Context: an optimization exercise on an open-source flow, tuned for small area, a short achievable clock period and few clock cycles per item. The choices shown serve that exercise and are no tape-out recipe.
Where RTL was checked, it was by simulation tests only, not by an equivalence proof against the original.

## 05-09
==> flow/design.v (excerpt) <==
module square_root_unit
#(
    parameter int FRAC_BITS = 16
) (
    input  logic                                  aclk,
    input  logic                                  aresetn,
    input  logic                                  s_valid,
    output logic                                  s_ready,
    input  logic signed [sru_pkg::RADICAND_W-1:0] s_radicand,
    output logic                                  m_valid,
    input  logic                                  m_ready,
    output logic        [sru_pkg::ROOT_W-1:0]     m_root,
    output logic                                  m_invalid
);
Size: roughly 390 flip-flops, about 63 I/O pins, ~0.028 mm² of cells after synthesis.
Settings: LEC_CHECK=0, ABC_AREA=1, CAP_MARGIN=20, CORE_MARGIN=2, CORE_UTILIZATION=50, CTS_BUF_LIST=sky130_fd_sc_hd__clkbuf_16, CTS_CLUSTER_DIAMETER=60, CTS_CLUSTER_SIZE=30, SLEW_MARGIN=20; clock period 4.5 ns.
run.sh (not shown) runs the stock make flow with config.mk's settings and CLKGATE_MAP_FILE= SYNTH_SCRIPT=/design/flow/synth_recipe.tcl, a recipe that flattens the netlist after the stock synthesis.
05-09: all stages complete, timing, DRC and antenna checks passed
Testbench counts of 05-09, summed over its fixed seeds: cycles 32,088, items 32,000.
### 05-09 -> 06-18
--- a/flow/design.v
+++ b/flow/design.v
@@ -55,57 +55,57 @@
     assign rs_s0_j2 = {r_s0_j1, x_s0_j1[27:26]};
     assign d_s0_j2 = {1'b0, rs_s0_j2} + {{2{1'b1}}, q_s0_j1, 2'b11};
     assign fit_s0_j2 = ~d_s0_j2[5];
     logic [3:0] r_s0_j2;
     assign r_s0_j2 = fit_s0_j2 ? d_s0_j2[3:0] : rs_s0_j2[3:0];
     logic [2:0] q_s0_j2;
     assign q_s0_j2 = {q_s0_j1, ~fit_s0_j2};
     logic [25:0] x_s0_j2;
     assign x_s0_j2 = x_s0_j1[25:0];
-    logic [3:0] R0;
-    logic [2:0] Q0;
-    logic [25:0] X0;
+    logic [5:0] rs_s0_j3;
+    logic [6:0] d_s0_j3;
+    logic fit_s0_j3;
+    assign rs_s0_j3 = {r_s0_j2, x_s0_j2[25:24]};
+    assign d_s0_j3 = {1'b0, rs_s0_j3} + {{2{1'b1}}, q_s0_j2, 2'b11};
+    assign fit_s0_j3 = ~d_s0_j3[6];
+    logic [4:0] r_s0_j3;
+    assign r_s0_j3 = fit_s0_j3 ? d_s0_j3[4:0] : rs_s0_j3[4:0];
+    logic [3:0] q_s0_j3;
+    assign q_s0_j3 = {q_s0_j2, ~fit_s0_j3};
+    logic [23:0] x_s0_j3;
+    assign x_s0_j3 = x_s0_j2[23:0];
+    logic [4:0] R0;
+    logic [3:0] Q0;
+    logic [23:0] X0;
     logic v0;
     always_ff @(posedge aclk) begin
         if (!aresetn) v0 <= 1'b0;
         else if (en) v0 <= s_valid;
     end
     always_ff @(posedge aclk) begin
         if (en) begin
-            R0 <= r_s0_j2;
-            Q0 <= q_s0_j2;
-            X0 <= x_s0_j2;
+            R0 <= r_s0_j3;
+            Q0 <= q_s0_j3;
+            X0 <= x_s0_j3;
         end
     end
-    logic [5:0] rs_s1_j3;
-    logic [6:0] d_s1_j3;
-    logic fit_s1_j3;
-    assign rs_s1_j3 = {R0, X0[25:24]};
-    assign d_s1_j3 = {1'b0, rs_s1_j3} + {{2{1'b1}}, Q0, 2'b11};
-    assign fit_s1_j3 = ~d_s1_j3[6];
-    logic [4:0] r_s1_j3;
-    assign r_s1_j3 = fit_s1_j3 ? d_s1_j3[4:0] : rs_s1_j3[4:0];
-    logic [3:0] q_s1_j3;
-    assign q_s1_j3 = {Q0, ~fit_s1_j3};
-    logic [23:0] x_s1_j3;
-    assign x_s1_j3 = X0[23:0];
     logic [6:0] rs_s1_j4;
     logic [7:0] d_s1_j4;
     logic fit_s1_j4;
-    assign rs_s1_j4 = {r_s1_j3, x_s1_j3[23:22]};
-    assign d_s1_j4 = {1'b0, rs_s1_j4} + {{2{1'b1}}, q_s1_j3, 2'b11};
+    assign rs_s1_j4 = {R0, X0[23:22]};
+    assign d_s1_j4 = {1'b0, rs_s1_j4} + {{2{1'b1}}, Q0, 2'b11};
     assign fit_s1_j4 = ~d_s1_j4[7];
     logic [5:0] r_s1_j4;
     assign r_s1_j4 = fit_s1_j4 ? d_s1_j4[5:0] : rs_s1_j4[5:0];
     logic [4:0] q_s1_j4;
-    assign q_s1_j4 = {q_s1_j3, ~fit_s1_j4};
+    assign q_s1_j4 = {Q0, ~fit_s1_j4};
     logic [21:0] x_s1_j4;
-    assign x_s1_j4 = x_s1_j3[21:0];
+    assign x_s1_j4 = X0[21:0];
     logic [7:0] rs_s1_j5;
     logic [8:0] d_s1_j5;
     logic fit_s1_j5;
     assign rs_s1_j5 = {r_s1_j4, x_s1_j4[21:20]};
     assign d_s1_j5 = {1'b0, rs_s1_j5} + {{2{1'b1}}, q_s1_j4, 2'b11};
     assign fit_s1_j5 = ~d_s1_j5[8];
     logic [6:0] r_s1_j5;
     assign r_s1_j5 = fit_s1_j5 ? d_s1_j5[6:0] : rs_s1_j5[6:0];
     logic [5:0] q_s1_j5;
==> comparison <==
- In the tables for 05-09 and 06-18, wire length on met1 reads higher with 06-18.
- Number of instances in the synthesized netlist for 06-18: 1.6% up relative to 05-09
- 06-18 ends up with a clock buffer and inverter area fraction after layout that is 0.29 points higher than in 05-09.
- 06-18 vs 05-09: count of plain and timing-repair buffers in the layout down
- Post-route fraction of the period consumed by the critical path: 05-09 and 06-18 compared, lower one is 06-18
- Across both runs, complex-gate fraction of the synthesized area was lower for 06-18 than for 05-09.
- 06-18 vs 05-09: number of clock buffer instances in the layout up in 06-18
No functional check of the RTL was part of 06-18.

[afterwards: timing with drivers on the ports]
No port has a modelled driver above. Below, the same layouts with a new extraction and two added sets of constraints.
Step 1: set_driving_cell puts a clkbuf_16 on aclk and a buf_2 on each other input, an assumption about the parent block.
Step 2 also shifts input and output timing later by t, the mid clock arrival at the registers, as if the neighbouring blocks saw the same clock.
Three values: ideal, step 1, step 2; two values: the first two.
| run | t, ns | slack for setup (ns) | clock arrival spread, ns | worst data-port slew with drivers (ns) |
|---|---|---|---|---|
| 05-09 | 0.637 | 0.240 / 0.240 / 0.240 | 0.038 / 0.037 | 0.04 |
| 06-18 | 0.633 | 0.278 / 0.278 / -0.005 | 0.020 / 0.020 | 0.04 |
Met with ideal ports but missed after step 2: setup timing in 06-18. For 06-18, which loses most, drivers alone change the setup slack by 0.000 ns; drivers and shift together by -0.283 ns.
